Optimization exercise on an open flow, not production practice.
RTL: at most simulated, not proved equivalent.
Function not checked: run 6.
Power: default activity.

==> design/flow/run.sh <==
#!/bin/bash
# synth_recipe.tcl (not shown) runs the flow's synth.tcl, then flattens the netlist and writes it again
# the make line also repeats each setting of config.mk as NAME=value (left out here)
make -C /OpenROAD-flow-scripts/flow DESIGN_CONFIG=/design/flow/config.mk WORK_HOME=/design/flow/orfs CLKGATE_MAP_FILE= SYNTH_SCRIPT=/design/flow/synth_recipe.tcl finish
==> design/flow/config.mk <==
export PLATFORM = sky130hd
export DESIGN_NAME = image_scaler
export DESIGN_NICKNAME = image_scaler
export VERILOG_FILES = /design/flow/design.v
export SDC_FILE = /design/flow/constraint.sdc
export NUM_CORES = 4
export LEC_CHECK = 0
export CAP_MARGIN = 20
export CORE_MARGIN = 2
export CORE_UTILIZATION = 40
export SLEW_MARGIN = 20
==> design/flow/constraint.sdc <==
create_clock -name core_clock -period 5.0 [get_ports {clk}]
set_input_delay 1.0000 -clock core_clock [delete_from_list [all_inputs] [get_ports {clk}]]
set_output_delay 1.0000 -clock core_clock [all_outputs]
set_load 0.01 [all_outputs]
==> design/flow/design.v <==
`default_nettype none
package scaler_pkg;
    localparam int SRC_WIDTH  = 160;
    localparam int SRC_HEIGHT = 120;
    localparam int SCALE = 2;
    localparam int READ_LATENCY = 2;
    typedef logic [18:0] addr_t;
    typedef logic [7:0]  pixel_t;
    typedef enum logic [3:0] {
        MODE_REPLICATE = 4'd0,
        MODE_DECIMATE  = 4'd1,
        MODE_AVERAGE   = 4'd3,
        MODE_COPY      = 4'd4
    } mode_t;
endpackage
`default_nettype wire
`timescale 1ns/1ps
`default_nettype none
module stride_engine #(
    parameter int STRIDE = 1
) (
    input  logic   clk,
    input  logic   reset,
    input  logic   run,
    output scaler_pkg::addr_t       rom_addr,
    input  scaler_pkg::pixel_t rom_data,
    output scaler_pkg::addr_t       ram_wraddr,
    output scaler_pkg::pixel_t      ram_data,
    output logic        ram_wren,
    output logic        done
);
    localparam scaler_pkg::addr_t LAST_COL = scaler_pkg::addr_t'(scaler_pkg::SRC_WIDTH - STRIDE);
    localparam scaler_pkg::addr_t COL_STEP = scaler_pkg::addr_t'(STRIDE);
    localparam scaler_pkg::addr_t ROW_STEP = scaler_pkg::addr_t'(STRIDE * scaler_pkg::SRC_WIDTH);
    localparam scaler_pkg::addr_t LAST_ROW = scaler_pkg::addr_t'((scaler_pkg::SRC_HEIGHT - STRIDE) * scaler_pkg::SRC_WIDTH);
    scaler_pkg::addr_t                   col;
    scaler_pkg::addr_t                   row_base;
    scaler_pkg::addr_t                   out_addr;
    logic                    finished;
    logic [scaler_pkg::READ_LATENCY-1:0] valid_pipe;
    scaler_pkg::addr_t                   addr_pipe [scaler_pkg::READ_LATENCY];
    always_ff @(posedge clk) begin
        addr_pipe[0] <= out_addr;
        for (int i = 1; i < scaler_pkg::READ_LATENCY; i++) begin
            addr_pipe[i] <= addr_pipe[i-1];
        end
    end
    always_ff @(posedge clk or negedge reset) begin
        if (!reset) begin
            col        <= '0;
            row_base   <= '0;
            out_addr   <= '0;
            finished   <= 1'b0;
            valid_pipe <= '0;
            rom_addr   <= '0;
            ram_wraddr <= '0;
            ram_data   <= '0;
            ram_wren   <= 1'b0;
            done       <= 1'b0;
        end else if (!run) begin
            col        <= '0;
            row_base   <= '0;
            out_addr   <= '0;
            finished   <= 1'b0;
            valid_pipe <= '0;
            rom_addr   <= '0;
            ram_wraddr <= '0;
            ram_data   <= '0;
            ram_wren   <= 1'b0;
            done       <= 1'b0;
        end else begin
            valid_pipe <= {valid_pipe[scaler_pkg::READ_LATENCY-2:0], !finished};
            if (!finished) begin
                rom_addr <= row_base + col;
                out_addr <= out_addr + 1'b1;
                if (col == LAST_COL) begin
                    col <= '0;
                    if (row_base == LAST_ROW) begin
                        finished <= 1'b1;
                    end else begin
                        row_base <= row_base + ROW_STEP;
                    end
                end else begin
                    col <= col + COL_STEP;
                end
            end
            ram_wren <= valid_pipe[scaler_pkg::READ_LATENCY-1];
            if (valid_pipe[scaler_pkg::READ_LATENCY-1]) begin
                ram_wraddr <= addr_pipe[scaler_pkg::READ_LATENCY-1];
                ram_data   <= rom_data;
            end
            done <= finished && !(|valid_pipe);
        end
    end
endmodule
`default_nettype wire
`timescale 1ns/1ps
`default_nettype none
module replicate_engine (
    input  logic   clk,
    input  logic   reset,
    input  logic   run,
    output scaler_pkg::addr_t       rom_addr,
    input  scaler_pkg::pixel_t rom_data,
    output scaler_pkg::addr_t       ram_wraddr,
    output scaler_pkg::pixel_t      ram_data,
    output logic        ram_wren,
    output logic        done
);
    localparam int    OUT_W    = scaler_pkg::SRC_WIDTH * scaler_pkg::SCALE;
    localparam int    OUT_H    = scaler_pkg::SRC_HEIGHT * scaler_pkg::SCALE;
    localparam scaler_pkg::addr_t LAST_X   = scaler_pkg::addr_t'(OUT_W - 1);
    localparam scaler_pkg::addr_t SRC_LINE = scaler_pkg::addr_t'(scaler_pkg::SRC_WIDTH);
    scaler_pkg::addr_t                   out_x;
    logic [8:0]              out_y;
    scaler_pkg::addr_t                   src_row_base;
    scaler_pkg::addr_t                   out_addr;
    logic                    finished;
    logic [scaler_pkg::READ_LATENCY-1:0] valid_pipe;
    scaler_pkg::addr_t                   addr_pipe [scaler_pkg::READ_LATENCY];
    always_ff @(posedge clk) begin
        addr_pipe[0] <= out_addr;
        for (int i = 1; i < scaler_pkg::READ_LATENCY; i++) begin
            addr_pipe[i] <= addr_pipe[i-1];
        end
    end
    always_ff @(posedge clk or negedge reset) begin
        if (!reset) begin
            out_x        <= '0;
            out_y        <= '0;
            src_row_base <= '0;
            out_addr     <= '0;
            finished     <= 1'b0;
            valid_pipe   <= '0;
            rom_addr     <= '0;
            ram_wraddr   <= '0;
            ram_data     <= '0;
            ram_wren     <= 1'b0;
            done         <= 1'b0;
        end else if (!run) begin
            out_x        <= '0;
            out_y        <= '0;
            src_row_base <= '0;
            out_addr     <= '0;
            finished     <= 1'b0;
            valid_pipe   <= '0;
            rom_addr     <= '0;
            ram_wraddr   <= '0;
            ram_data     <= '0;
            ram_wren     <= 1'b0;
            done         <= 1'b0;
        end else begin
            valid_pipe <= {valid_pipe[scaler_pkg::READ_LATENCY-2:0], !finished};
            if (!finished) begin
                rom_addr <= src_row_base + (out_x >> 1);
                out_addr <= out_addr + 1'b1;
                if (out_x == LAST_X) begin
                    out_x <= '0;
                    if (out_y == 9'(OUT_H - 1)) begin
                        finished <= 1'b1;
                    end else begin
                        out_y <= out_y + 1'b1;
                        if (out_y[0]) begin
                            src_row_base <= src_row_base + SRC_LINE;
                        end
                    end
                end else begin
                    out_x <= out_x + 1'b1;
                end
            end
            ram_wren <= valid_pipe[scaler_pkg::READ_LATENCY-1];
            if (valid_pipe[scaler_pkg::READ_LATENCY-1]) begin
                ram_wraddr <= addr_pipe[scaler_pkg::READ_LATENCY-1];
                ram_data   <= rom_data;
            end
            done <= finished && !(|valid_pipe);
        end
    end
endmodule
`default_nettype wire
`timescale 1ns/1ps
`default_nettype none
module average_engine (
    input  logic   clk,
    input  logic   reset,
    input  logic   run,
    output scaler_pkg::addr_t       rom_addr,
    input  scaler_pkg::pixel_t rom_data,
    output scaler_pkg::addr_t       ram_wraddr,
    output scaler_pkg::pixel_t      ram_data,
    output logic        ram_wren,
    output logic        done
);
    localparam scaler_pkg::addr_t LAST_COL = scaler_pkg::addr_t'(scaler_pkg::SRC_WIDTH - scaler_pkg::SCALE);
    localparam scaler_pkg::addr_t COL_STEP = scaler_pkg::addr_t'(scaler_pkg::SCALE);
    localparam scaler_pkg::addr_t ROW_STEP = scaler_pkg::addr_t'(scaler_pkg::SCALE * scaler_pkg::SRC_WIDTH);
    localparam scaler_pkg::addr_t LAST_ROW = scaler_pkg::addr_t'((scaler_pkg::SRC_HEIGHT - scaler_pkg::SCALE) * scaler_pkg::SRC_WIDTH);
    localparam scaler_pkg::addr_t SRC_LINE = scaler_pkg::addr_t'(scaler_pkg::SRC_WIDTH);
    scaler_pkg::addr_t                   blk_col;
    scaler_pkg::addr_t                   row_base;
    logic [1:0]              sub;
    scaler_pkg::addr_t                   sub_offset;
    scaler_pkg::addr_t                   out_addr;
    logic                    finished;
    logic [scaler_pkg::READ_LATENCY-1:0] valid_pipe;
    scaler_pkg::addr_t                   addr_pipe [scaler_pkg::READ_LATENCY];
    logic [1:0]              sub_pipe [scaler_pkg::READ_LATENCY];
    logic [9:0]              acc;
    logic [9:0]              block_sum;
    assign sub_offset = (sub[1] ? SRC_LINE : '0) + scaler_pkg::addr_t'(sub[0]);
    assign block_sum  = acc + {2'b00, rom_data};
    always_ff @(posedge clk) begin
        addr_pipe[0] <= out_addr;
        sub_pipe[0]  <= sub;
        for (int i = 1; i < scaler_pkg::READ_LATENCY; i++) begin
            addr_pipe[i] <= addr_pipe[i-1];
            sub_pipe[i]  <= sub_pipe[i-1];
        end
    end
    always_ff @(posedge clk or negedge reset) begin
        if (!reset) begin
            blk_col    <= '0;
            row_base   <= '0;
            sub        <= '0;
            out_addr   <= '0;
            finished   <= 1'b0;
            valid_pipe <= '0;
            acc        <= '0;
            rom_addr   <= '0;
            ram_wraddr <= '0;
            ram_data   <= '0;
            ram_wren   <= 1'b0;
            done       <= 1'b0;
        end else if (!run) begin
            blk_col    <= '0;
            row_base   <= '0;
            sub        <= '0;
            out_addr   <= '0;
            finished   <= 1'b0;
            valid_pipe <= '0;
            acc        <= '0;
            rom_addr   <= '0;
            ram_wraddr <= '0;
            ram_data   <= '0;
            ram_wren   <= 1'b0;
            done       <= 1'b0;
        end else begin
            valid_pipe <= {valid_pipe[scaler_pkg::READ_LATENCY-2:0], !finished};
            if (!finished) begin
                rom_addr <= row_base + blk_col + sub_offset;
                sub      <= sub + 1'b1;
                if (sub == 2'd3) begin
                    out_addr <= out_addr + 1'b1;
                    if (blk_col == LAST_COL) begin
                        blk_col <= '0;
                        if (row_base == LAST_ROW) begin
                            finished <= 1'b1;
                        end else begin
                            row_base <= row_base + ROW_STEP;
                        end
                    end else begin
                        blk_col <= blk_col + COL_STEP;
                    end
                end
            end
            if (valid_pipe[scaler_pkg::READ_LATENCY-1]) begin
                if (sub_pipe[scaler_pkg::READ_LATENCY-1] == 2'd0) begin
                    acc <= {2'b00, rom_data};
                end else begin
                    acc <= block_sum;
                end
            end
            ram_wren <= valid_pipe[scaler_pkg::READ_LATENCY-1] && (sub_pipe[scaler_pkg::READ_LATENCY-1] == 2'd3);
            if (valid_pipe[scaler_pkg::READ_LATENCY-1] && (sub_pipe[scaler_pkg::READ_LATENCY-1] == 2'd3)) begin
                ram_wraddr <= addr_pipe[scaler_pkg::READ_LATENCY-1];
                ram_data   <= block_sum[9:2];
            end
            done <= finished && !(|valid_pipe);
        end
    end
endmodule
`default_nettype wire
`timescale 1ns/1ps
`default_nettype none
module mode_arbiter (
    input  logic   clk,
    input  logic   reset,
    input  scaler_pkg::mode_t  mode,
    output logic        copy_run,
    input  scaler_pkg::addr_t  copy_rom_addr,
    input  scaler_pkg::addr_t  copy_ram_wraddr,
    input  scaler_pkg::pixel_t copy_ram_data,
    input  logic   copy_ram_wren,
    input  logic   copy_done,
    output logic        dec_run,
    input  scaler_pkg::addr_t  dec_rom_addr,
    input  scaler_pkg::addr_t  dec_ram_wraddr,
    input  scaler_pkg::pixel_t dec_ram_data,
    input  logic   dec_ram_wren,
    input  logic   dec_done,
    output logic        rep_run,
    input  scaler_pkg::addr_t  rep_rom_addr,
    input  scaler_pkg::addr_t  rep_ram_wraddr,
    input  scaler_pkg::pixel_t rep_ram_data,
    input  logic   rep_ram_wren,
    input  logic   rep_done,
    output logic        avg_run,
    input  scaler_pkg::addr_t  avg_rom_addr,
    input  scaler_pkg::addr_t  avg_ram_wraddr,
    input  scaler_pkg::pixel_t avg_ram_data,
    input  logic   avg_ram_wren,
    input  logic   avg_done,
    output scaler_pkg::addr_t       rom_addr,
    output scaler_pkg::addr_t       ram_wraddr,
    output scaler_pkg::pixel_t      ram_data,
    output logic        ram_wren,
    output logic        done
);
    typedef enum logic [2:0] {
        GRANT_IDLE,
        GRANT_COPY,
        GRANT_DEC,
        GRANT_REP,
        GRANT_AVG
    } grant_t;
    grant_t grant;
    grant_t requested;
    scaler_pkg::addr_t  sel_wraddr;
    scaler_pkg::pixel_t sel_data;
    logic   sel_wren;
    logic   sel_done;
    always_comb begin
        case (mode)
            scaler_pkg::MODE_COPY:      requested = GRANT_COPY;
            scaler_pkg::MODE_DECIMATE:  requested = GRANT_DEC;
            scaler_pkg::MODE_REPLICATE: requested = GRANT_REP;
            scaler_pkg::MODE_AVERAGE:   requested = GRANT_AVG;
            default:        requested = GRANT_IDLE;
        endcase
    end
    assign copy_run = (grant == GRANT_COPY);
    assign dec_run  = (grant == GRANT_DEC);
    assign rep_run  = (grant == GRANT_REP);
    assign avg_run  = (grant == GRANT_AVG);
    always_comb begin
        rom_addr   = '0;
        sel_wraddr = '0;
        sel_data   = '0;
        sel_wren   = 1'b0;
        sel_done   = 1'b0;
        case (grant)
            GRANT_COPY: begin
                rom_addr   = copy_rom_addr;
                sel_wraddr = copy_ram_wraddr;
                sel_data   = copy_ram_data;
                sel_wren   = copy_ram_wren;
                sel_done   = copy_done;
            end
            GRANT_DEC: begin
                rom_addr   = dec_rom_addr;
                sel_wraddr = dec_ram_wraddr;
                sel_data   = dec_ram_data;
                sel_wren   = dec_ram_wren;
                sel_done   = dec_done;
            end
            GRANT_REP: begin
                rom_addr   = rep_rom_addr;
                sel_wraddr = rep_ram_wraddr;
                sel_data   = rep_ram_data;
                sel_wren   = rep_ram_wren;
                sel_done   = rep_done;
            end
            GRANT_AVG: begin
                rom_addr   = avg_rom_addr;
                sel_wraddr = avg_ram_wraddr;
                sel_data   = avg_ram_data;
                sel_wren   = avg_ram_wren;
                sel_done   = avg_done;
            end
            default: begin
                rom_addr = '0;
            end
        endcase
    end
    always_ff @(posedge clk) begin
        ram_wraddr <= sel_wraddr;
        ram_data   <= sel_data;
    end
    always_ff @(posedge clk or negedge reset) begin
        if (!reset) begin
            grant    <= GRANT_IDLE;
            ram_wren <= 1'b0;
            done     <= 1'b0;
        end else if (grant == GRANT_IDLE) begin
            grant    <= requested;
            ram_wren <= 1'b0;
            done     <= 1'b0;
        end else if (requested != grant) begin
            grant    <= GRANT_IDLE;
            ram_wren <= 1'b0;
            done     <= 1'b0;
        end else begin
            ram_wren <= sel_wren;
            done     <= sel_done;
        end
    end
endmodule
`default_nettype wire
`timescale 1ns/1ps
`default_nettype none
module image_scaler (
    input  logic   clk,
    input  logic   reset,
    input  scaler_pkg::mode_t  mode,
    output scaler_pkg::addr_t       rom_addr,
    input  scaler_pkg::pixel_t rom_data,
    output scaler_pkg::addr_t       ram_wraddr,
    output scaler_pkg::pixel_t      ram_data,
    output logic        ram_wren,
    output logic        done
);
    logic   copy_run;
    scaler_pkg::addr_t  copy_rom_addr;
    scaler_pkg::addr_t  copy_ram_wraddr;
    scaler_pkg::pixel_t copy_ram_data;
    logic   copy_ram_wren;
    logic   copy_done;
    logic   dec_run;
    scaler_pkg::addr_t  dec_rom_addr;
    scaler_pkg::addr_t  dec_ram_wraddr;
    scaler_pkg::pixel_t dec_ram_data;
    logic   dec_ram_wren;
    logic   dec_done;
    logic   rep_run;
    scaler_pkg::addr_t  rep_rom_addr;
    scaler_pkg::addr_t  rep_ram_wraddr;
    scaler_pkg::pixel_t rep_ram_data;
    logic   rep_ram_wren;
    logic   rep_done;
    logic   avg_run;
    scaler_pkg::addr_t  avg_rom_addr;
    scaler_pkg::addr_t  avg_ram_wraddr;
    scaler_pkg::pixel_t avg_ram_data;
    logic   avg_ram_wren;
    logic   avg_done;
    stride_engine #(.STRIDE(1)) copy_i (
        .clk        (clk),
        .reset      (reset),
        .run        (copy_run),
        .rom_addr   (copy_rom_addr),
        .rom_data   (rom_data),
        .ram_wraddr (copy_ram_wraddr),
        .ram_data   (copy_ram_data),
        .ram_wren   (copy_ram_wren),
        .done       (copy_done)
    );
    stride_engine #(.STRIDE(scaler_pkg::SCALE)) dec_i (
        .clk        (clk),
        .reset      (reset),
        .run        (dec_run),
        .rom_addr   (dec_rom_addr),
        .rom_data   (rom_data),
        .ram_wraddr (dec_ram_wraddr),
        .ram_data   (dec_ram_data),
        .ram_wren   (dec_ram_wren),
        .done       (dec_done)
    );
    replicate_engine rep_i (
        .clk        (clk),
        .reset      (reset),
        .run        (rep_run),
        .rom_addr   (rep_rom_addr),
        .rom_data   (rom_data),
        .ram_wraddr (rep_ram_wraddr),
        .ram_data   (rep_ram_data),
        .ram_wren   (rep_ram_wren),
        .done       (rep_done)
    );
    average_engine avg_i (
        .clk        (clk),
        .reset      (reset),
        .run        (avg_run),
        .rom_addr   (avg_rom_addr),
        .rom_data   (rom_data),
        .ram_wraddr (avg_ram_wraddr),
        .ram_data   (avg_ram_data),
        .ram_wren   (avg_ram_wren),
        .done       (avg_done)
    );
    mode_arbiter arb_i (
        .clk             (clk),
        .reset           (reset),
        .mode            (mode),
        .copy_run        (copy_run),
        .copy_rom_addr   (copy_rom_addr),
        .copy_ram_wraddr (copy_ram_wraddr),
        .copy_ram_data   (copy_ram_data),
        .copy_ram_wren   (copy_ram_wren),
        .copy_done       (copy_done),
        .dec_run         (dec_run),
        .dec_rom_addr    (dec_rom_addr),
        .dec_ram_wraddr  (dec_ram_wraddr),
        .dec_ram_data    (dec_ram_data),
        .dec_ram_wren    (dec_ram_wren),
        .dec_done        (dec_done),
        .rep_run         (rep_run),
        .rep_rom_addr    (rep_rom_addr),
        .rep_ram_wraddr  (rep_ram_wraddr),
        .rep_ram_data    (rep_ram_data),
        .rep_ram_wren    (rep_ram_wren),
        .rep_done        (rep_done),
        .avg_run         (avg_run),
        .avg_rom_addr    (avg_rom_addr),
        .avg_ram_wraddr  (avg_ram_wraddr),
        .avg_ram_data    (avg_ram_data),
        .avg_ram_wren    (avg_ram_wren),
        .avg_done        (avg_done),
        .rom_addr        (rom_addr),
        .ram_wraddr      (ram_wraddr),
        .ram_data        (ram_data),
        .ram_wren        (ram_wren),
        .done            (done)
    );
endmodule
`default_nettype wire
==> results of run 1 <==
==> worst max-delay path, cell delays in order (launching register included) <==
cell and delay [ns]:
dfrtp_1 0.65, and3b_2 0.81, a22oi_1 0.17, nand2_1 0.25, clkdlybuf4s50_1 0.58
==> synthesized netlist by cell type (7+ instances only) <==
library cell	instances
dfrtp_1	434
nor2_1	356
nand2_1	264
dfxtp_1	183
a21oi_1	129
o21ai_0	121
mux2i_1	114
xor2_1	103
xnor2_1	100
nand3_1	97
a22oi_1	96
ha_1	91
clkbuf_1	90
and3_1	48
nor3_1	42
inv_1	34
nand4_1	34
nor4_1	27
or3_1	26
a21o_1	24
nor2b_1	21
nand2b_1	20
a22o_1	17
buf_1	17
and2_1	14
nor4b_1	12
o21bai_1	12
a31oi_1	11
a211oi_1	10
nor3b_1	10
o31ai_1	9
and4_1	7
o21a_1	7
==> kinds of logic (layout without fill, tap and decap cells) <==
family / Yosys count / after routing / share of synthesized area
buf+inv: 145 / 256 / 0.02047
fa+ha+maj: 93 / 93 / 0.04373
mux: 115 / 115 / 0.04275
flops: 617 / 617 / 0.5388
simple gates: 1008 / 1008 / 0.1753
xor+xnor: 203 / 203 / 0.06596
other cells: 1 / 4 / 0.0001391
compound gates: 477 / 477 / 0.1128
==> metal layers <==
layer  GRT usage  up-vias  routed length [um]
li1            -     9417                   -
met1      0.2805     9871               32430
met2      0.3191      496               32030
met3     0.03564      107                3465
met4     0.05575        0                1531
met5           0        -                   0
==> per-stage QoR <==
stage	total power, uW	area [um2]
final	11350	30910
after global routing	11760	30910
after CTS	11450	30910
after detailed placement	6277	28580
after global placement	6244	28560
after floorplan	5827	26970
==> registers in the layout, indices dropped and copies added (netlist names), 38 cells and up <==
name,cells
avg_i.addr_pipe,38
copy_i.addr_pipe,38
dec_i.addr_pipe,38
rep_i.addr_pipe,38
==> report_power, final <==
group	switching, uW	total (uW)	internal (uW)
clock	2160	5160	3000
combinational	761	1000	239
sequential	136	5190	5050
==> how the worst max path moves through the flow <==
stage	startpoint	endpoint	slack (ns)	depth (start not counted)
after detailed placement	rom_data[0]	avg_i.ram_data[6]$_DFFE_PN0P_	1.26	10
after CTS	arb_i.grant[1]$_DFFE_PN0P_	rom_addr[13]	0.88	4
after global placement	rom_data[0]	avg_i.ram_data[6]$_DFFE_PN0P_	1.31	10
final	arb_i.grant[1]$_DFFE_PN0P_	rom_addr[11]	0.91	4
after global routing	arb_i.grant[1]$_DFFE_PN0P_	rom_addr[13]	0.73	4
after floorplan	avg_i.sub[1]$_DFFE_PN0N_	avg_i.rom_addr[16]$_DFFE_PN0N_	2.01	12
==> area by class of cell <==
cell class / count / area (um2) / area share
repair buffers: 95 / 915.9 / 0.02963
inverters: 34 / 127.6 / 0.004129
flip-flops and latches: 617 / 14530 / 0.4700
multi-input cells: 1900 / 11920 / 0.3855
well taps: 873 / 1092 / 0.03534
clock inverters: 29 / 365.4 / 0.01182
clock buffers: 98 / 1967 / 0.06363
==> notes.md, run 1 <==
Hold-fix buffers, CTS 0; initial DRC count approximately 1700; critical path required time 4.00 ns; Seq cells post-synth 617; synth unique cells 75; max_cap viols 0; area grow syn2layout 14.68%; Place WS 1.265 ns; Worst-path clk slew 0.06 ns; Hold Vio Cnt, Final 0; FP Rows 95; fin crit share 0.8179; RR Startpoint avg_i.sub[1]$_DFFE_PN0N_; GRT overflow 0; Cell Pwr Density 367.1 nW/um2; max-slew violations 0; vias per cell around 5.5; largest net degree at the start of global routing ~120; DRC 0; synthesized area around 27000 um2; root buffer cell clkbuf_16; cell accounting for the most synthesized area dfrtp_1; Detailed Place HPWL 47.08 mm; Main synth FF type dfrtp_1; core area 66920 um2; min cycle time layout just over 4 ns; starting density of the core 0.4028; syn_area_per_cell 10.14 um2; fillers approximately 6200; hold path startpoint rep_i.addr_pipe[0][16]$_DFF_P_; worst hold margin 0.3164 ns; FMAX approximately 240 MHz; DIE HEIGHT 263.6 um; clk latency of the worst-skew pair 0.62 ns; Least-Margin Pin Slew 1.137 ns; Clock Tree Buf Depth 3; yosys warns 10; cells on worst reg2reg path 11; non-filler cells, final 3646; Area contributors post-synth dfrtp_1 (40%), dfxtp_1 (14%), nor2_1 (5.0%); hold depth 0; Final WS setup 0.9106 ns; WL/cell between 15 and 20 um; hold path endpoint rep_i.addr_pipe[1][16]$_DFF_P_; clock skew 0.04510 ns; crit path kind flip-flop to output pin; final wirelength 69.45 mm; cts repair resizes 0; ant diodes 0; initial antenna violation count 0; final setup fails 0; asr flop ratio synth 0.7034; first-pass iteration count of the detailed router 5; Ports a little over 60; max_slew headroom 0.2422; maximum VDD drop 0.2250 mV; vias in the first global route roughly 20000; Global Route Usage Sum 0.2004; CP Data Arrival Time 3.09 ns; RSZ-0062 raised after global routing no; placed cells between 3000 and 4000; Placer Congestion 0.8848; Die Wd 263.6 um; Post-CTS Setup Inserts 0; share of cells above drive strength 1 0.06131; Leak approximately 0.013 uW; global-route wire length before repair 111.3 mm; CTS tree yes; FF-to-FF End avg_i.rom_addr[14]$_DFFE_PN0N_; most frequent cells in the layout dfrtp_1 (431), nor2_1 (356), nand2_1 (264); status timing/DRC/antenna clean; R2R Setup Slk 1.75 ns; CP endpoint kind output pin; Max FO, Critical Path 28; clock sinks just over 600; H-tree depth 3; synthesized instance count ~2700; CP startpoint kind flip-flop; Finished Core Util 0.4619; EDFF count, synth 0; min-delay worst type flip-flop to flip-flop; clock buffer count from CTS 69; post-route ant nets 0; die area 69480 um2; via count ~20000; sum of negative setup slack 0 ns; post-synthesis sequential area ratio 0.5388; most common cell after layout, fill and taps aside dfrtp_1; Nets 2824; I/O Buffers 61; share of the synthesized area in the top cell type 0.4029
Testbench counts, summed over its fixed seeds: cycles 960,184.
==> run 2: changes to the inputs <==
==> design/flow/design.v (replaced) <==
`default_nettype none
package scaler_pkg;
    localparam int SRC_WIDTH  = 160;
    localparam int SRC_HEIGHT = 120;
    localparam int SCALE = 2;
    localparam int READ_LATENCY = 2;
    typedef logic [18:0] addr_t;
    typedef logic [7:0]  pixel_t;
    typedef enum logic [3:0] {
        MODE_REPLICATE = 4'd0,
        MODE_DECIMATE  = 4'd1,
        MODE_AVERAGE   = 4'd3,
        MODE_COPY      = 4'd4
    } mode_t;
endpackage
`default_nettype wire
`timescale 1ns/1ps
`default_nettype none
module image_scaler (
    input  logic        clk,
    input  logic        reset,
    input  logic [3:0]  mode,
    output logic [18:0] rom_addr,
    input  logic [7:0]  rom_data,
    output logic [18:0] ram_wraddr,
    output logic [7:0]  ram_data,
    output logic        ram_wren,
    output logic        done
);
    localparam logic [1:0] M_REP = 2'b00, M_DEC = 2'b01, M_COPY = 2'b10, M_AVG = 2'b11;
    logic        op;
    logic [1:0]  enc;
    logic        act;
    logic [1:0]  m;
    logic        hold;
    assign op   = ~mode[3] & (mode[2] ? (mode[1:0] == 2'b00) : (mode[1:0] != 2'b10));
    assign enc  = mode[2] ? M_COPY : mode[1:0];
    assign hold = op & act & (enc == m);
    wire rep  = (m == M_REP);
    wire dec  = (m == M_DEC);
    wire avg  = (m == M_AVG);
    logic        run;
    logic [14:0] A;
    logic [8:0]  c;
    logic        ry;
    logic [1:0]  sub, sube;
    logic        rowend, last, go;
    logic [14:0] d;
    assign sub    = c[1:0];
    assign sube   = dec ? 2'b11 : sub;
    assign rowend = (c[8:2] == 7'd79) & (sube == 2'b11);
    assign last   = (A == (dec ? 15'd19038 : 15'd19199)) & (~rep | (c[0] & ry));
    assign go     = hold & run & ~last;
    always_comb begin
        case (m)
            M_COPY: d = 15'd1;
            M_DEC:  d = rowend ? 15'd162 : 15'd2;
            M_REP:  d = ~c[0] ? 15'd0 : ((rowend & ~ry) ? -15'd159 : 15'd1);
            default: case (sub)
                2'd1:    d = 15'd159;
                2'd3:    d = rowend ? 15'd1 : -15'd159;
                default: d = 15'd1;
            endcase
        endcase
    end
    always_ff @(posedge clk) begin
        A  <= go ? A + d : 15'd0;
        c  <= (go & ~rowend) ? {c[8:2], sube} + 9'd1 : 9'd0;
        ry <= go & (ry ^ rowend);
    end
    logic        rw, rf, rl;
    logic [9:0]  acc;
    logic [16:0] W;
    always_ff @(posedge clk or negedge reset) begin
        if (!reset) begin
            act  <= 1'b0;
            m    <= M_REP;
            run  <= 1'b0;
            rw   <= 1'b0;
            rl   <= 1'b0;
            ram_wren <= 1'b0;
            done <= 1'b0;
        end else begin
            act  <= op;
            m    <= enc;
            run  <= op & (~hold | (run & ~last));
            rw   <= hold & run & (~avg | (sub == 2'd3));
            rl   <= hold & run & last;
            ram_wren <= hold & rw;
            done <= hold & (done | rl);
        end
    end
    always_ff @(posedge clk) begin
        rf  <= ~avg | (sub == 2'd0);
        acc <= avg ? ((rf ? 10'd0 : acc) + {2'b00, rom_data}) : {rom_data, 2'b00};
        W   <= hold ? W + {16'd0, ram_wren} : 17'd0;
    end
    assign rom_addr   = {4'd0, A};
    assign ram_wraddr = {2'd0, W};
    assign ram_data   = acc[9:2];
endmodule
`default_nettype wire
--- a/design/flow/config.mk
+++ b/design/flow/config.mk
@@ -5,6 +5,7 @@
 export SDC_FILE = /design/flow/constraint.sdc
 export NUM_CORES = 4
 export LEC_CHECK = 0
+export ABC_CLOCK_PERIOD_IN_PS = 1800
 export CAP_MARGIN = 20
 export CORE_MARGIN = 2
 export CORE_UTILIZATION = 40
==> run 2 against run 1 <==
- sequential share of layout area shrank 17 points
- highest routed layer unchanged
- critical endpoint is now A[13]$_SDFF_PN0_
- count of clock-buffer cells in the layout is 89 lower
- via count decreased by 85%
- critical path type is now flip-flop to flip-flop
==> notes.md, run 2 <==
most common cell after layout, fill and taps aside nor2_1; max-slew violations 0 (unchanged); min-delay worst type flip-flop to flip-flop; vias in the first global route 2797 (-86%); Area contributors post-synth dfxtp_1 (30%), ha_1 (9.3%), nor2_1 (6.5%); CP endpoint kind flip-flop; share of the synthesized area in the top cell type 0.3029 (-0.1001); initial DRC count 107 (-94%); M1 GR Usage 0.2148 (-0.06570); syn_area_per_cell 8.693 um2 (-14%); Most Crowded Layer GR met2; Least-Margin Pin Slew 0.6601 ns (-0.4766 ns); Hold-fix buffers, CTS 0 (unchanged); sum of negative setup slack 0 ns (unchanged); maximum VDD drop 0.1359 mV (-40%); max_slew headroom 0.5589 (+0.3167); final setup fails 0 (unchanged); FMAX 218.0 MHz (-11%); clock skew 0.01087 ns (-0.03423 ns); Main synth FF type dfxtp_1; WL/cell 13.50 um (-29%); starting density of the core 0.4077 (+0.004902); Cell Pwr Density 236.0 nW/um2 (-36%); DIE HEIGHT 97.59 um (-63%); final wirelength 7.628 mm (-89%); fillers 856 (-86%); initial antenna violation count 0 (unchanged); GRT overflow 0 (unchanged); Hold Vio Cnt, Final 0 (unchanged); M2 GR Usage 0.2621 (-0.05705); die area 9523 um2 (-86%); synthesized instance count 403 (-85%); area occupied by registers 1261 um2 (-91%); max_cap viols 0 (unchanged); Clock Tree Buf Depth 2 (-1); CP Data Arrival Time 4.79 ns (+1.70 ns); post-synthesis sequential area ratio 0.3600 (-0.1788); ant diodes 0 (unchanged); Commonest cells post-synth nor2_1 (61), dfxtp_1 (53), ha_1 (26), a21oi_1 (21), nand2_1 (19); area grow syn2layout 21.82%; Leak 0.001643 uW (-88%); CTS tree yes; status timing/DRC/antenna clean; vias per cell 5.216 (-4.4%); share of cells above drive strength 1 0.07002 (+0.008716); FP Rows 34 (-64%); yosys warns 1 (-9); Largest regs W x17, A x15, acc x10; Detailed Place HPWL 5.622 mm (-88%); EDFF count, synth 0 (unchanged); fin crit share 0.9173 (+0.09944); cell accounting for the most synthesized area dfxtp_1; synthesized area 3503 um2 (-87%); clock sinks 61 (-90%); asr flop ratio synth 0.1311 (-0.5723); area of the multi-input gates 2059 um2 (-83%); non-filler cells, final 565 (-85%); DRC 0 (unchanged); Tot Pwr 1007 uW (-91%); Placer Congestion 0.9508 (+7.5%); synth unique cells 59 (-21%); cts repair resizes 0 (unchanged); core area 8593 um2 (-87%); max reg flops 17; placed cells 549 (-84%); I/O Buffers 55 (-9.8%); via count 2947 (-85%); most frequent cell after synthesis nor2_1; Global Route Usage Sum 0.1629 (-0.03743); critical path required time 5.20 ns (+1.20 ns); first-pass iteration count of the detailed router 4 (-1); clock buffer count from CTS 9 (-87%); post-route ant nets 0 (unchanged); met3 GRT Util 0.04317 (+0.007528); RSZ-0062 raised after global routing no; root buffer cell clkbuf_8; Worst-path clk slew 0.07 ns (about the same); CP startpoint kind flip-flop; Nets 494 (-83%); Largest Register W; crit path kind flip-flop to flip-flop; Max FO, Critical Path 10 (-64%); Ports 62 (unchanged); Post-CTS Setup Inserts 0 (unchanged); Die Wd 97.59 um (-63%); clk latency of the worst-skew pair 0.34 ns (-0.28 ns); most frequent cells in the layout nor2_1 (61), clkdlybuf4s50_1 (55), dfxtp_1 (53); Seq cells post-synth 61 (-90%); min cycle time layout 4.587 ns (+0.4972 ns); H-tree depth 3 (unchanged); global-route wire length before repair 12.74 mm (-89%); largest net degree at the start of global routing 21 (-82%)
run 2: cell types whose count changed after synthesis, moves of 104 or more:
cell and delta:
nand2_1 -245, a21oi_1 -108, o21ai_0 -104, mux2i_1 -113, dfrtp_1 -426, dfxtp_1 -130
nor2_1 -295
run 2: per-layer routing:
| layer | wire [um] | vias up | part of all wire |
|---|---|---|---|
| met2 | 3565 | 67 | 0.47 |
| met5 | 0 | - | 0 |
| met3 | 352 | 4 | 0.046 |
| met1 | 3641 | 1384 | 0.48 |
| li1 | - | 1492 | - |
| met4 | 68 | 0 | 0.0089 |
run 2: kinds of logic after synthesis:
group | count (synthesis) | share of synthesized area
muxes | 1 | 0.002857
and+or+nand+nor | 158 | 0.2350
buffers and inverters | 38 | 0.05750
DFF | 61 | 0.3600
xor gates and xnor gates | 32 | 0.08000
adders and majority gates | 28 | 0.1043
other | 1 | 0.001070
AOI/OAI and AO/OA | 84 | 0.1593
run 2: area by class of cell:
type                       instances  area share
timing repair buffer              56      0.1308
clock buffer                       9     0.02902
tap                              108     0.03166
multi-input combinational        309      0.4826
clock inverter                     7     0.01730
sequential                        61      0.2955
inverter                          15     0.01319
run 2: path summary, 6_finish.rpt:
check	end	slack (ns)	cells past startpoint	from
setup reg to reg	A[13]$_SDFF_PN0_	0.41	17	m[1]$_DFF_PN0_
hold reg to reg	done$_DFF_PN0_	0.47	2	rl$_DFF_PN0_
setup / recovery	A[13]$_SDFF_PN0_	0.41	17	m[1]$_DFF_PN0_
hold / removal	done$_DFF_PN0_	0.47	2	rl$_DFF_PN0_
min in group asynchronous	rw$_DFF_PN0_	0.95	1	reset
max in group asynchronous	rl$_DFF_PN0_	3.78	1	reset
run 2: power breakdown:
part	leakage, uW	internal (uW)	switching [uW]
sequential	0.000535	494	6.25
combinational	0.00101	30.6	27.2
clock	0.000100	233	216
run 2: stage by stage:
stage	utilization	setup WS, ns	cell area [um2]	hold slack [ns]
global placement	0.4736	0.6902	4070	0.4584
detailed placement	0.4736	0.4688	4070	0.4635
CTS	0.4967	0.4349	4268	0.4770
global route	0.4967	0.07542	4268	0.4894
finish	0.4967	0.4134	4268	0.4701
floorplan	-	0.9902	3522	0.4415
run 2: critical path, cell delays in order (launching register included):
cell and delay (ns):
dfrtp_1 0.48, nand2b_4 0.22, nand2b_1 0.11, ha_1 0.18, and3_4 0.21, nand3_4 0.09
or3b_4 0.44, inv_2 0.08, ha_1 0.13, nor3b_1 0.46, o21a_1 0.42, ha_1 0.38
and3_1 0.19, a31oi_1 0.22, o311ai_2 0.20, o41ai_1 0.40, xor2_1 0.18, nor2_1 0.05
Testbench counts of run 2, summed over its fixed seeds: cycles 960,064.
==> run 3: changes to the inputs <==
--- a/design/flow/config.mk
+++ b/design/flow/config.mk
@@ -9,4 +9,5 @@
 export CAP_MARGIN = 20
 export CORE_MARGIN = 2
 export CORE_UTILIZATION = 40
+export SETUP_SLACK_MARGIN = 3.0
 export SLEW_MARGIN = 20
==> run 3 against run 2 <==
- critical endpoint is now A[14]$_SDFF_PN0_
- wire length is 13% higher
- synthesized cell count unchanged
- die area stayed put
- largest cell class unchanged
- cell area up 19%
- count of clock-buffer cells in the layout unchanged
==> notes.md, run 3 <==
status timing/DRC/antenna clean; area grow syn2layout 45.18%; vias in the first global route 3045 (+8.9%); R2R Setup Slk 1.41 ns (+0.99 ns); first-pass iteration count of the detailed router 4 (unchanged); clock buffer count from CTS 9 (unchanged); Cell Pwr Density 191.0 nW/um2 (-19%); min-delay worst type flip-flop to flip-flop; Clock Tree Buf Depth 2 (unchanged); EDFF count, synth 0 (unchanged); Worst Setup SP m[1]$_DFF_PN0_; syn_area_per_cell 8.693 um2 (unchanged); clk latency of the worst-skew pair 0.33 ns (about the same); Largest Register W; min cycle time layout 3.595 ns (-0.9917 ns); RR Startpoint m[1]$_DFF_PN0_; Global Route Usage Sum 0.1798 (+0.01686); most frequent cell after synthesis nor2_1; Largest regs W x17, A x15, acc x10; synth unique cells 59 (unchanged); initial antenna violation count 0 (unchanged); CP Data Arrival Time 3.81 ns (-0.98 ns); critical path required time 5.22 ns (+0.02 ns); vias per cell 5.212 (about the same); maximum VDD drop 0.1381 mV (+1.7%); Cell Int Power 709.0 uW (-6.4%); cells on worst reg2reg path 17 (unchanged); core area 8593 um2 (unchanged); Die Wd 97.59 um (unchanged); CTS tree yes; Switching Fraction 0.2701 (+0.02241); max reg flops 17 (unchanged); clock sinks 61 (unchanged); most frequent cells in the layout nor2_1 (51), buf_4 (36), dfxtp_1 (25); synthesized instance count 403 (unchanged); I/O Buffers 55 (unchanged); crit path kind flip-flop to flip-flop; initial DRC count 98 (-8.4%); Area contributors post-synth dfxtp_1 (30%), ha_1 (9.3%), nor2_1 (6.5%); Placer Congestion 0.9800 (+3.1%); WL/cell 14.14 um (+4.7%); Commonest cells post-synth nor2_1 (61), dfxtp_1 (53), ha_1 (26), a21oi_1 (21), nand2_1 (19); Critical Path Sink A[14]$_SDFF_PN0_; Ports 62 (unchanged); Tot Pwr 971.3 uW (-3.6%); final wirelength 8.597 mm (+13%); combinational cell fraction of total power 0.076 (+0.019); sum of negative setup slack 0 ns (unchanged); CP endpoint kind flip-flop; Leak 0.002053 uW (+25%); max_slew headroom 0.6664 (+0.1075); GRT overflow 0 (unchanged); H-tree depth 3 (unchanged); starting density of the core 0.4077 (unchanged); RSZ-0062 raised after global routing yes; Main synth FF type dfxtp_1; Final WS setup 1.405 ns (+0.9917 ns); final setup fails 0 (unchanged); FF-to-FF End A[14]$_SDFF_PN0_; Detailed Place HPWL 5.531 mm (-1.6%); Seq cells post-synth 61 (unchanged); share of the synthesized area in the top cell type 0.3029 (unchanged); clock skew 0.006579 ns (-0.004289 ns); max-slew violations 0 (unchanged); FMAX 278.2 MHz (+28%); CP startpoint kind flip-flop; via count 3169 (+7.5%); Hold Vio Cnt, Final 0 (unchanged); Place WS 0.9882 ns (+0.5194 ns); yosys warns 1 (unchanged); largest net degree at the start of global routing 21 (unchanged); post-synthesis sequential area ratio 0.3600 (unchanged); max_cap viols 0 (unchanged); die area 9523 um2 (unchanged); fillers 747 (-13%); FP Rows 34 (unchanged); clock share of power 0.413 (-0.033); Hold-fix buffers, CTS 0 (unchanged); post-route ant nets 0 (unchanged); Least-Margin Pin Slew 0.4958 ns (-0.1642 ns); root buffer cell clkbuf_8; asr flop ratio synth 0.1311 (unchanged); DIE HEIGHT 97.59 um (unchanged); register share of total power 0.511 (+0.014); global-route wire length before repair 14.15 mm (+11%); Max FO, Critical Path 5 (-5); fin crit share 0.7190 (-0.1983); cell accounting for the most synthesized area dfxtp_1; most common cell after layout, fill and taps aside nor2_1; synthesized area 3503 um2 (unchanged); Psw 262.3 uW (+5.2%); share of cells above drive strength 1 0.3940 (+0.3240); DRC 0 (unchanged); Worst-path clk slew 0.08 ns (about the same); ant diodes 0 (unchanged); Nets 537 (+8.7%)
[run 3: area by class of cell]
class	count	area (um2)	share of cell area
multi-input cells	309	2564	0.5041
flip-flops and latches	61	1311	0.2578
well taps	108	135.1	0.02657
repair buffers	99	838.3	0.1648
clock buffers	9	123.9	0.02435
inverters	15	61.31	0.01205
clock inverters	7	52.55	0.01033
[run 3: how the worst min path moves through the flow]
stage	cells after the start	end	slack, ns	startpoint
2_1_floorplan	2	done$_DFF_PN0_	0.44	rl$_DFF_PN0_
3_3_place_gp	2	done$_DFF_PN0_	0.45	rl$_DFF_PN0_
3_5_place_dp	1	ram_wren$_DFF_PN0_	0.46	rw$_DFF_PN0_
4_1_cts	1	ram_wren$_DFF_PN0_	0.48	rw$_DFF_PN0_
5_1_grt	1	ram_wren$_DFF_PN0_	0.51	rw$_DFF_PN0_
6_report	2	done$_DFF_PN0_	0.47	rl$_DFF_PN0_
[run 3: cell families after synthesis]
| kind of cell | after synthesis | share of synthesized area |
|---|---|---|
| xor gates and xnor gates | 32 | 0.08000 |
| AOI/OAI and AO/OA | 84 | 0.1593 |
| adders and majority gates | 28 | 0.1043 |
| and+or+nand+nor | 158 | 0.2350 |
| other | 1 | 0.001070 |
| muxes | 1 | 0.002857 |
| DFF | 61 | 0.3600 |
| buffers and inverters | 38 | 0.05750 |
[run 3: repair_timing]
item | in CTS | in global routing
pin swaps | 32 | 19
resized for setup | 155 | 92
cloned | 2 | 0
endpoints found under the setup margin | 98 | 69
buffers inserted | 28 | 13
[run 3: routing by layer]
layer  up-vias  track usage  share of wire
met5         -            0              0
met4         0      0.05769          0.015
met3        12      0.04892          0.041
met2        86       0.2907           0.47
met1      1489       0.2333           0.47
li1       1582            -              -
[run 3: stage by stage]
step | instance area [um2] | util | std cells | hold WS [ns]
finish | 5086 | 0.5919 | 608 | 0.4716
global route | 5086 | 0.5919 | 608 | 0.5083
CTS | 4806 | 0.5593 | 595 | 0.4772
detailed placement | 4248 | 0.4943 | 549 | 0.4645
global placement | 4248 | 0.4943 | 549 | 0.4535
floorplan | 3730 | - | 408 | 0.4415
[run 3: worst max-delay path, cell delays in order, from the launching register on]
cell	delay (ns)
dfrtp_2	0.41
nand2b_4	0.17
nand2b_1	0.09
ha_2	0.17
and3_4	0.19
nand3_4	0.07
or3b_4	0.44
buf_4	0.17
buf_4	0.15
o22ai_1	0.21
ha_1	0.32
buf_4	0.16
nand3_1	0.16
nor2_1	0.08
a21oi_2	0.21
a22oi_2	0.10
nor4_2	0.29
nor3b_2	0.08
[run 3: power by group through the flow]
stage	Sequential (uW)	Combinational (uW)	Clock [uW]
4_1_cts	499	69.9	413
3_5_place_dp	512	63.4	0
6_report	497	73.8	401
3_3_place_gp	512	63.1	0
2_1_floorplan	509	48.3	0
5_1_grt	498	81.0	444
==> run 4: changes to the inputs <==
--- a/design/flow/config.mk
+++ b/design/flow/config.mk
@@ -5,7 +5,6 @@
 export SDC_FILE = /design/flow/constraint.sdc
 export NUM_CORES = 4
 export LEC_CHECK = 0
-export ABC_CLOCK_PERIOD_IN_PS = 1800
 export CAP_MARGIN = 20
 export CORE_MARGIN = 2
 export CORE_UTILIZATION = 40
==> run 4 against run 3 <==
- sequential share of layout area did not move
- hold slack stayed put
- critical path depth unchanged
- worst setup slack unchanged
- clock skew is the same
- area after synthesis unchanged
- fmax unchanged
- clock power about the same
- largest power group unchanged
==> notes.md, run 4 <==
CP endpoint kind flip-flop; most frequent cell after synthesis nor2_1; max_cap viols 0 (unchanged); clock buffer count from CTS 9 (unchanged); Finished Core Util 0.5919 (unchanged); core area 8593 um2 (unchanged); RR Startpoint m[1]$_DFF_PN0_; cell accounting for the most synthesized area dfxtp_1; Worst Setup SP m[1]$_DFF_PN0_; Critical-path top delay cell or3b_4; Nets 537 (unchanged); fraction of the mapped netlist area in compound gates 0.1593 (unchanged); share of cells above drive strength 1 0.3940 (unchanged); Cell Pwr Density 191.0 nW/um2 (unchanged); Main synth FF type dfxtp_1; most common cell after layout, fill and taps aside nor2_1; I/O Buffers 55 (unchanged); Die Wd 97.59 um (unchanged); clock sinks 61 (unchanged); Seq cells post-synth 61 (unchanged); sum of negative setup slack 0 ns (unchanged); initial DRC count 98 (unchanged); cells on worst reg2reg path 17 (unchanged); slowest stage delay, CP 0.44 ns (about the same); DIE HEIGHT 97.59 um (unchanged); Max FO, Critical Path 5 (unchanged); root buffer cell clkbuf_8; Largest Register W; vias per cell 5.212 (unchanged); asr flop ratio synth 0.1311 (unchanged); initial antenna violation count 0 (unchanged); XOR/XNOR share of the synthesized area 0.08000 (unchanged); simple logic cell fraction of the synthesized area 0.2350 (unchanged); critical path required time 5.22 ns (about the same); Critical Path Sink A[14]$_SDFF_PN0_; FF-to-FF End A[14]$_SDFF_PN0_; Hold Vio Cnt, Final 0 (unchanged); final wirelength 8.597 mm (unchanged); EDFF count, synth 0 (unchanged); DRC 0 (unchanged); share of the synthesized area in the top cell type 0.3029 (unchanged); post-synthesis sequential area ratio 0.3600 (unchanged); FP Rows 34 (unchanged); first-pass iteration count of the detailed router 4 (unchanged); Tot Pwr 971.3 uW (unchanged); yosys warns 1 (unchanged); global-route wire length before repair 14.15 mm (unchanged); Largest regs W x17, A x15, acc x10; max-slew violations 0 (unchanged); fin crit share 0.7190 (unchanged); maximum VDD drop 0.1381 mV (unchanged); Clock Tree Buf Depth 2 (unchanged); via count 3169 (unchanged); Least-Margin Pin Slew 0.4958 ns (unchanged); R2R Setup Slk 1.41 ns (about the same); CP Data Arrival Time 3.81 ns (about the same); crit path cell chain nand2b_4, nand2b_1, ha_2, and3_4, nand3_4, or3b_4, buf_4, buf_4, o22ai_1, ha_1, buf_4, nand3_1, nor2_1, a21oi_2, a22oi_2, nor4_2, nor3b_2; Commonest cells post-synth nor2_1 (61), dfxtp_1 (53), ha_1 (26), a21oi_1 (21), nand2_1 (19); largest net degree at the start of global routing 21 (unchanged); synth unique cells 59 (unchanged); final setup fails 0 (unchanged); clk latency of the worst-skew pair 0.33 ns (about the same); max reg flops 17 (unchanged); WL/cell 14.14 um (unchanged); die area 9523 um2 (unchanged); post-route ant nets 0 (unchanged); starting density of the core 0.4077 (unchanged); most frequent cells in the layout nor2_1 (51), buf_4 (36), dfxtp_1 (25); Global Route Usage Sum 0.1798 (unchanged); Ports 62 (unchanged); synthesized instance count 403 (unchanged); status timing/DRC/antenna clean; clock skew 0.006579 ns (unchanged); GRT overflow 0 (unchanged); ant diodes 0 (unchanged); H-tree depth 3 (unchanged); crit path kind flip-flop to flip-flop; Worst-path clk slew 0.08 ns (about the same); syn_area_per_cell 8.693 um2 (unchanged); min-delay worst type flip-flop to flip-flop; min cycle time layout 3.595 ns (unchanged); Leak 0.002053 uW (unchanged); area grow syn2layout 45.18% (unchanged); synthesized area 3503 um2 (unchanged); Hold-fix buffers, CTS 0 (unchanged); largest family of logic cells by synthesized area simple AND/OR/NAND/NOR gates; post-synthesis adder-cell area fraction 0.1043 (unchanged); CP startpoint kind flip-flop; FMAX 278.2 MHz (unchanged); max_slew headroom 0.6664 (unchanged); multiplexer share of the synthesized area 0.002857 (unchanged); Area contributors post-synth dfxtp_1 (30%), ha_1 (9.3%), nor2_1 (6.5%); CP dominant cell by count buf_4; CTS tree yes; vias in the first global route 3045 (unchanged); RSZ-0062 raised after global routing yes; Detailed Place HPWL 5.531 mm (unchanged); Placer Congestion 0.9800 (unchanged)
[run 4: area by class of cell]
| class | count | area (um2) |
|---|---|---|
| fillers | 747 | 3507 |
| multi-input cells | 309 | 2564 |
| flip-flops and latches | 61 | 1311 |
| repair buffers | 99 | 838.3 |
| well taps | 108 | 135.1 |
| clock buffers | 9 | 123.9 |
| inverters | 15 | 61.31 |
| clock inverters | 7 | 52.55 |
[run 4: repair_timing]
item | CTS | global route
cloned | 2 | 0
pin swaps | 32 | 19
endpoints found under the setup margin | 98 | 69
resized for setup | 155 | 92
setup buffers | 28 | 13
[run 4: per-layer routing]
metal  up-vias  global-route usage  part of all wire
met4         0             0.05769             0.015
met3        12             0.04892             0.041
met2        86              0.2907              0.47
li1       1582                   -                 -
met1      1489              0.2333              0.47
met5         -                   0                 0
[run 4: power by group]
part / total (uW) / internal, uW / switching [uW]
Sequential: 497 / 492 / 4.88
Combinational: 73.8 / 36.0 / 37.8
Clock: 401 / 181 / 220
[run 4: logic make-up after synthesis]
group | count (synthesis)
buffers and inverters | 38
multiplexers | 1
adder cells (fa/ha/maj) | 28
XOR/XNOR | 32
other | 1
AO/OA/AOI/OAI | 84
AND/OR/NAND/NOR | 158
flip-flops | 61
[run 4: stage by stage]
stage | instance area, um2 | cells | hold WS [ns] | setup slack (ns)
6_report | 5086 | 608 | 0.4716 | 1.405
5_1_grt | 5086 | 608 | 0.5083 | 1.249
4_1_cts | 4806 | 595 | 0.4772 | 1.475
3_5_place_dp | 4248 | 549 | 0.4645 | 0.9882
3_3_place_gp | 4248 | 549 | 0.4535 | 1.111
2_1_floorplan | 3730 | 408 | 0.4415 | 1.412
[run 4: critical path: cells and delay by family, from the launching register on]
kind | cells | cell delay [ns]
and+or+nand+nor | 9 | 1.57
AOI/OAI and AO/OA | 3 | 0.52
adders and majority gates | 2 | 0.49
buffers and inverters | 3 | 0.48
DFF | 1 | 0.41
[run 4: how the worst min path moves through the flow]
| stage | from | end | depth (start not counted) |
|---|---|---|---|
| floorplan | rl$_DFF_PN0_ | done$_DFF_PN0_ | 2 |
| global placement | rl$_DFF_PN0_ | done$_DFF_PN0_ | 2 |
| detailed placement | rw$_DFF_PN0_ | ram_wren$_DFF_PN0_ | 1 |
| CTS | rw$_DFF_PN0_ | ram_wren$_DFF_PN0_ | 1 |
| global route | rw$_DFF_PN0_ | ram_wren$_DFF_PN0_ | 1 |
| finish | rl$_DFF_PN0_ | done$_DFF_PN0_ | 2 |
==> run 5: changes to the inputs <==
--- a/design/flow/config.mk
+++ b/design/flow/config.mk
@@ -8,5 +8,4 @@
 export CAP_MARGIN = 20
 export CORE_MARGIN = 2
 export CORE_UTILIZATION = 40
-export SETUP_SLACK_MARGIN = 3.0
 export SLEW_MARGIN = 20
==> run 5 against run 4 <==
- still clean
- synthesized cell count unchanged
- cell count down 7.1%
- first-iteration DRC count up 9.2%
- sequential power up 0.8%
- die area unchanged
- combinational power down 22%
- core utilization down 9.5 points
- total power up 3.7%
- hold slack worse by 0.0015 ns
- cell area down 16%
- worst setup slack worse by 0.99 ns
- global-route usage down 1.7 points
==> notes.md, run 5 <==
vias in the first global route 2797 (-8.1%); most common cell after layout, fill and taps aside nor2_1; EDFF count, synth 0 (unchanged); first-pass iteration count of the detailed router 4 (unchanged); ant diodes 0 (unchanged); Clock Tree Buf Depth 2 (unchanged); FF-to-FF End A[13]$_SDFF_PN0_; Cell Int Power 757.7 uW (+6.9%); Seq cells post-synth 61 (unchanged); Die Wd 97.59 um (unchanged); RSZ-0062 raised after global routing no; syn_area_per_cell 8.693 um2 (unchanged); I/O Buffers 55 (unchanged); clock buffer count from CTS 9 (unchanged); crit path kind flip-flop to flip-flop; DIE HEIGHT 97.59 um (unchanged); Critical-path top delay cell dfrtp_1; final setup fails 0 (unchanged); R2R Setup Slk 0.41 ns (-0.99 ns); CP startpoint kind flip-flop; FMAX 218.0 MHz (-22%); final wirelength 7.628 mm (-11%); Post-CTS Setup Inserts 0 (-100%); GRT overflow 0 (unchanged); Hold Vio Cnt, Final 0 (unchanged); CTS tree yes; hold path endpoint done$_DFF_PN0_; fillers 856 (+15%); non-filler cells, final 565 (-7.1%); die area 9523 um2 (unchanged); core area 8593 um2 (unchanged); clock skew 0.01087 ns (+0.004289 ns); worst hold margin 0.4701 ns (-0.001542 ns); CP Data Arrival Time 4.79 ns (+0.98 ns); fin crit share 0.9173 (+0.1983); CP endpoint kind flip-flop; maximum VDD drop 0.1359 mV (-1.6%); most frequent cell after synthesis nor2_1; Least-Margin Pin Slew 0.6601 ns (+0.1642 ns); Worst Setup SP m[1]$_DFF_PN0_; critical path required time 5.20 ns (-0.02 ns); RR Startpoint m[1]$_DFF_PN0_; Detailed Place HPWL 5.622 mm (+1.6%); Buf/Inv on CP 1 (-2); Switching Fraction 0.2477 (-0.02241); max reg flops 17 (unchanged); CP dominant cell by count ha_1; yosys warns 1 (unchanged); min-delay worst type flip-flop to flip-flop; Most Crowded Layer GR met2; share of cells above drive strength 1 0.07002 (-0.3240); clock sinks 61 (unchanged); hold path startpoint rl$_DFF_PN0_; Worst-path clk slew 0.07 ns (about the same); post-synthesis sequential area ratio 0.3600 (unchanged); post-route ant nets 0 (unchanged); Area contributors post-synth dfxtp_1 (30%), ha_1 (9.3%), nor2_1 (6.5%); Leak 0.001643 uW (-20%); starting density of the core 0.4077 (unchanged); Placer Congestion 0.9508 (-3.0%); clk latency of the worst-skew pair 0.34 ns (about the same); H-tree depth 3 (unchanged); asr flop ratio synth 0.1311 (unchanged); Largest regs W x17, A x15, acc x10; largest net degree at the start of global routing 21 (unchanged); initial DRC count 107 (+9.2%); DRC 0 (unchanged); area grow syn2layout 21.82%; most frequent cells in the layout nor2_1 (61), clkdlybuf4s50_1 (55), dfxtp_1 (53); share of the synthesized area in the top cell type 0.3029 (unchanged); Cell Pwr Density 236.0 nW/um2 (+24%); max_cap viols 0 (unchanged); min cycle time layout 4.587 ns (+0.9917 ns); synth unique cells 59 (unchanged); hold depth 2 (unchanged); status timing/DRC/antenna clean; register share of total power 0.497 (-0.014); Ports 62 (unchanged); Global Route Usage Sum 0.1629 (-0.01686); slowest stage delay, CP 0.48 ns (+0.04 ns); FP Rows 34 (unchanged); Largest Register W; via count 2947 (-7.0%); Psw 249.4 uW (-4.9%); Commonest cells post-synth nor2_1 (61), dfxtp_1 (53), ha_1 (26), a21oi_1 (21), nand2_1 (19); synthesized area 3503 um2 (unchanged); cts repair resizes 0 (-100%); vias per cell 5.216 (about the same); cell accounting for the most synthesized area dfxtp_1; Hold-fix buffers, CTS 0 (unchanged); Tot Pwr 1007 uW (+3.7%); clock share of power 0.446 (+0.033); root buffer cell clkbuf_8; initial antenna violation count 0 (unchanged); Nets 494 (-8.0%); max-slew violations 0 (unchanged); WL/cell 13.50 um (-4.5%); Main synth FF type dfxtp_1; CP delay by family, top simple AND/OR/NAND/NOR gates; M1 GR Usage 0.2148 (-0.01851); combinational cell fraction of total power 0.057 (-0.019); cells on worst reg2reg path 17 (unchanged); global-route wire length before repair 12.74 mm (-9.9%); Finished Core Util 0.4967 (-0.09522); crit path cell chain nand2b_4, nand2b_1, ha_1, and3_4, nand3_4, or3b_4, inv_2, ha_1, nor3b_1, o21a_1, ha_1, and3_1, a31oi_1, o311ai_2, o41ai_1, xor2_1, nor2_1; Max FO, Critical Path 10 (+5); met3 GRT Util 0.04317 (-0.005755); synthesized instance count 403 (unchanged); M2 GR Usage 0.2621 (-0.02865); placed cells 549 (unchanged); max_slew headroom 0.5589 (-0.1075); sum of negative setup slack 0 ns (unchanged)
==> run 5: cell counts after synthesis <==
Identical to the previous run, type by type.
==> run 5: worst reg2reg max path, cell delays in order (launching register included) <==
cell      delay [ns]
dfrtp_1         0.48
nand2b_4        0.22
nand2b_1        0.11
ha_1            0.18
and3_4          0.21
nand3_4         0.09
or3b_4          0.44
inv_2           0.08
ha_1            0.13
nor3b_1         0.46
o21a_1          0.42
ha_1            0.38
and3_1          0.19
a31oi_1         0.22
o311ai_2        0.20
o41ai_1         0.40
xor2_1          0.18
nor2_1          0.05
==> run 5: power groups by stage <==
stage	Combinational [uW]	Clock, uW	Sequential [uW]
2_1_floorplan	43.0	0	508
3_3_place_gp	57.7	0	511
3_5_place_dp	58.0	0	512
4_1_cts	58.5	470	500
5_1_grt	63.6	491	502
6_report	57.8	449	501
==> run 5: stage by stage <==
step	setup WS, ns	cell area [um2]
2_1_floorplan	0.9902	3522
3_3_place_gp	0.6902	4070
3_5_place_dp	0.4688	4070
4_1_cts	0.4349	4268
5_1_grt	0.07542	4268
6_report	0.4134	4268
==> run 5: cells by family (layout without fill, tap and decap cells) <==
group | count (synthesis) | in the layout | share of synthesized area
AO/OA/AOI/OAI | 84 | 84 | 0.1593
XOR/XNOR | 32 | 32 | 0.08000
adder cells (fa/ha/maj) | 28 | 28 | 0.1043
buffers and inverters | 38 | 87 | 0.05750
flip-flops | 61 | 61 | 0.3600
multiplexers | 1 | 1 | 0.002857
other | 1 | 6 | 0.001070
AND/OR/NAND/NOR | 158 | 158 | 0.2350
==> run 5: how the worst max path moves through the flow <==
| stage | end | slack [ns] | cells after the start |
|---|---|---|---|
| floorplan | A[13]$_SDFF_PN0_ | 0.99 | 18 |
| global placement | A[13]$_SDFF_PN0_ | 0.69 | 17 |
| detailed placement | A[13]$_SDFF_PN0_ | 0.47 | 17 |
| CTS | A[13]$_SDFF_PN0_ | 0.43 | 17 |
| global route | A[13]$_SDFF_PN0_ | 0.08 | 17 |
| finish | A[13]$_SDFF_PN0_ | 0.41 | 17 |
==> run 5: area by class of cell <==
type                       instances  area (um2)  area share
multi-input combinational        309        2059      0.4826
sequential                        61        1261      0.2955
timing repair buffer              56       558.0      0.1308
tap                              108       135.1     0.03166
clock buffer                       9       123.9     0.02902
clock inverter                     7       73.82     0.01730
inverter                          15       56.30     0.01319
==> run 5: routing by layer <==
layer / part of all wire / vias up
li1: - / 1492
met1: 0.48 / 1384
met2: 0.47 / 67
met3: 0.046 / 4
met4: 0.0089 / 0
met5: 0 / -
==> run 6: changes to the inputs <==
--- a/design/flow/design.v
+++ b/design/flow/design.v
@@ -39,18 +39,22 @@
     wire rep  = (m == M_REP);
     wire dec  = (m == M_DEC);
     wire avg  = (m == M_AVG);
+    wire copy = (m == M_COPY);
     logic        run;
     logic [14:0] A;
-    logic [8:0]  c;
-    logic        ry;
+    logic [8:0]  c;        
+    logic        ry;       
+    logic        rowend;   
+    logic        last;     
     logic [1:0]  sub, sube;
-    logic        rowend, last, go;
+    logic        go, prelast;
     logic [14:0] d;
-    assign sub    = c[1:0];
-    assign sube   = dec ? 2'b11 : sub;
-    assign rowend = (c[8:2] == 7'd79) & (sube == 2'b11);
-    assign last   = (A == (dec ? 15'd19038 : 15'd19199)) & (~rep | (c[0] & ry));
-    assign go     = hold & run & ~last;
+    assign sub  = c[1:0];
+    assign sube = dec ? 2'b11 : sub;
+    assign go   = hold & run & ~last;
+    assign prelast = ((copy | avg) & (A == 15'd19198))
+                   | (dec & (A == 15'd19036))
+                   | (rep & ry & ~c[0] & (A == 15'd19199));
     always_comb begin
         case (m)
             M_COPY: d = 15'd1;
@@ -64,9 +68,10 @@
         endcase
     end
     always_ff @(posedge clk) begin
-        A  <= go ? A + d : 15'd0;
-        c  <= (go & ~rowend) ? {c[8:2], sube} + 9'd1 : 9'd0;
-        ry <= go & (ry ^ rowend);
+        A      <= go ? A + d : 15'd0;
+        c      <= (go & ~rowend) ? {c[8:2], sube} + 9'd1 : 9'd0;
+        ry     <= go & (ry ^ rowend);
+        rowend <= go & ~rowend & (dec ? (c[8:2] == 7'd78) : (c == 9'd318));
     end
     logic        rw, rf, rl;
     logic [9:0]  acc;
@@ -76,6 +81,7 @@
             act  <= 1'b0;
             m    <= M_REP;
             run  <= 1'b0;
+            last <= 1'b0;
             rw   <= 1'b0;
             rl   <= 1'b0;
             ram_wren <= 1'b0;
@@ -84,6 +90,7 @@
             act  <= op;
             m    <= enc;
             run  <= op & (~hold | (run & ~last));
+            last <= go & prelast;
             rw   <= hold & run & (~avg | (sub == 2'd3));
             rl   <= hold & run & last;
             ram_wren <= hold & rw;
--- a/design/flow/config.mk
+++ b/design/flow/config.mk
@@ -8,4 +8,5 @@
 export CAP_MARGIN = 20
 export CORE_MARGIN = 2
 export CORE_UTILIZATION = 40
+export SETUP_SLACK_MARGIN = 3.0
 export SLEW_MARGIN = 20
==> run 6 against run 5 <==
- cell count rose by 6.7%
- clock skew fell by 0.0026 ns
- synthesized cell count fell by 0.74%
- largest cell class unchanged
- first-iteration DRC count fell by 26%
- sequential cell count rose by 2
- highest routed layer unchanged
==> notes.md, run 6 <==
core area 8678 um2 (+0.99%); first-pass iteration count of the detailed router 4 (unchanged); non-filler cells, final 603 (+6.7%); Ports 62 (unchanged); critical path required time 5.23 ns (+0.03 ns); Area contributors post-synth dfxtp_1 (30%), ha_1 (9.2%), dfrtp_1 (6.3%); largest net degree at the start of global routing 20 (-4.8%); placed cells 546 (-0.55%); sum of negative setup slack 0 ns (unchanged); Detailed Place HPWL 5.462 mm (-2.9%); clk latency of the worst-skew pair 0.34 ns (about the same); max_slew headroom 0.6424 (+0.08354); Global Route Usage Sum 0.1714 (+0.008407); min cycle time layout 2.395 ns (-2.191 ns); post-route ant nets 0 (unchanged); clock sinks 63 (+3.3%); Commonest cells post-synth dfxtp_1 (54), nor2_1 (47), nand2_1 (28), ha_1 (26), xor2_1 (22); Least-Margin Pin Slew 0.5315 ns (-0.1286 ns); Largest Register W; GRT overflow 0 (unchanged); H-tree depth 3 (unchanged); initial antenna violation count 0 (unchanged); initial DRC count 79 (-26%); DRC 0 (unchanged); FP Rows 34 (unchanged); max-slew violations 0 (unchanged); Main synth FF type dfxtp_1; maximum VDD drop 0.1402 mV (+3.2%); EDFF count, synth 0 (unchanged); Worst-path clk slew 0.07 ns (about the same); vias per cell 5.134 (-1.6%); CP endpoint kind flip-flop; CP startpoint kind flip-flop; syn_area_per_cell 8.868 um2 (+2.0%); status timing/DRC/antenna clean; vias in the first global route 2931 (+4.8%); cell accounting for the most synthesized area dfxtp_1; Placer Congestion 0.8297 (-13%); fin crit share 0.4791 (-0.4382); I/O Buffers 55 (unchanged); fillers 753 (-12%); asr flop ratio synth 0.1429 (+0.01171); global-route wire length before repair 13.59 mm (+6.6%); final wirelength 8.520 mm (+12%); Clock Tree Buf Depth 2 (unchanged); Hold Vio Cnt, Final 0 (unchanged); Seq cells post-synth 63 (+3.3%); Cell Pwr Density 190.5 nW/um2 (-19%); share of the synthesized area in the top cell type 0.3048 (+0.001905); Leak 0.002021 uW (+23%); area grow syn2layout 49.10%; yosys warns 1 (unchanged); Hold-fix buffers, CTS 0 (unchanged); synth unique cells 57 (-3.4%); FMAX 417.5 MHz (+91%); RSZ-0062 raised after global routing yes; Die Wd 98.17 um (+0.60%); Max FO, Critical Path 6 (-4); final setup fails 0 (unchanged); DIE HEIGHT 98.17 um (+0.60%); most frequent cell after synthesis dfxtp_1; synthesized instance count 400 (-0.74%); max_cap viols 0 (unchanged); post-synthesis sequential area ratio 0.3683 (+0.008254); clock buffer count from CTS 9 (unchanged); CP Data Arrival Time 2.62 ns (-2.17 ns); Nets 532 (+7.7%); max reg flops 17 (unchanged); ant diodes 0 (unchanged); synthesized area 3547 um2 (+1.2%); root buffer cell clkbuf_8
-- run 6: changes by cell type in the layout (fill, tap and decap cells not counted), moves of 18 or more --
cell             delta
nor2_1             -34
buf_4              +29
ha_1               -18
clkdlybuf4s15_1    +25
dfxtp_2            +24
nor2_4             +19
dfxtp_1            -24
clkdlybuf4s50_1    -52
-- run 6: path summary, 6_finish.rpt --
check / startpoint / slack [ns] / endpoint / cells past startpoint
worst min-delay path: rw$_DFF_PN0_ / 0.46 / ram_wren$_DFF_PN0_ / 1
worst min register to register: rw$_DFF_PN0_ / 0.46 / ram_wren$_DFF_PN0_ / 1
worst max-delay path: m[0]$_DFF_PN0_ / 2.60 / A[13]$_SDFF_PN0_ / 9
worst max register to register: m[0]$_DFF_PN0_ / 2.60 / A[13]$_SDFF_PN0_ / 9
min in group asynchronous: reset / 0.97 / run$_DFF_PN0_ / 1
max in group asynchronous: reset / 3.71 / m[1]$_DFF_PN0_ / 1
-- run 6: where the power goes --
| part | leakage [uW] | switching, uW | internal [uW] |
|---|---|---|---|
| Clock | 0.0000894 | 196 | 206 |
| Sequential | 0.000567 | 6.12 | 510 |
| Combinational | 0.00137 | 43.0 | 46.2 |
-- run 6: critical path, stage by stage, from the launching register on --
cell      delay, ns
dfrtp_2        0.45
and4b_1        0.23
o21ai_4        0.23
inv_4          0.10
ha_4           0.24
a21o_1         0.20
a211o_1        0.34
a21oi_4        0.23
a2111o_1       0.19
o21ai_2        0.06
-- run 6: kinds of logic (layout without fill, tap and decap cells) --
family          Yosys count  after routing  synth area share
compound gates           86             86            0.1598
xor+xnor                 35             35           0.08642
fa+ha+maj                28             28            0.1030
buf+inv                  29            119           0.05009
flops                    63             63            0.3683
mux                       2              2          0.005644
other cells               1              6          0.001057
simple gates            156            156            0.2258
-- run 6: stage by stage --
step           setup WS (ns)  power (uW)  hold slack, ns  utilization  area (um2)
4_1_cts                2.644        1006          0.4604       0.5588        4850
3_5_place_dp           1.961       591.4          0.4428       0.4883        4238
5_1_grt                2.535        1054          0.4870       0.6094        5289
3_3_place_gp           2.005       590.4          0.4397       0.4883        4238
2_1_floorplan          2.634       574.0          0.4337            -        3742
6_report               2.605        1008          0.4589       0.6094        5289
-- run 6: cell type report --
type,count,area (um2),area share
clock buffer,13,158.9,0.03004
clock inverter,3,17.52,0.003312
inverter,7,31.28,0.005914
multi-input combinational,313,2738,0.5176
sequential,63,1343,0.2538
tap,108,135.1,0.02555
timing repair buffer,96,865.8,0.1637
-- run 6: timing repair --
| action | in CTS | in global routing |
|---|---|---|
| setup buffers | 23 | 17 |
| gates resized for setup | 168 | 127 |
| gates cloned | 1 | 0 |
| endpoints found under the setup margin | 100 | 83 |
| pin swaps | 44 | 47 |
-- run 6: per-layer routing --
layer,part of all wire,track usage
met2,0.49,0.2845
met4,0.013,0.05479
met1,0.46,0.2219
met3,0.037,0.03937
met5,0,0
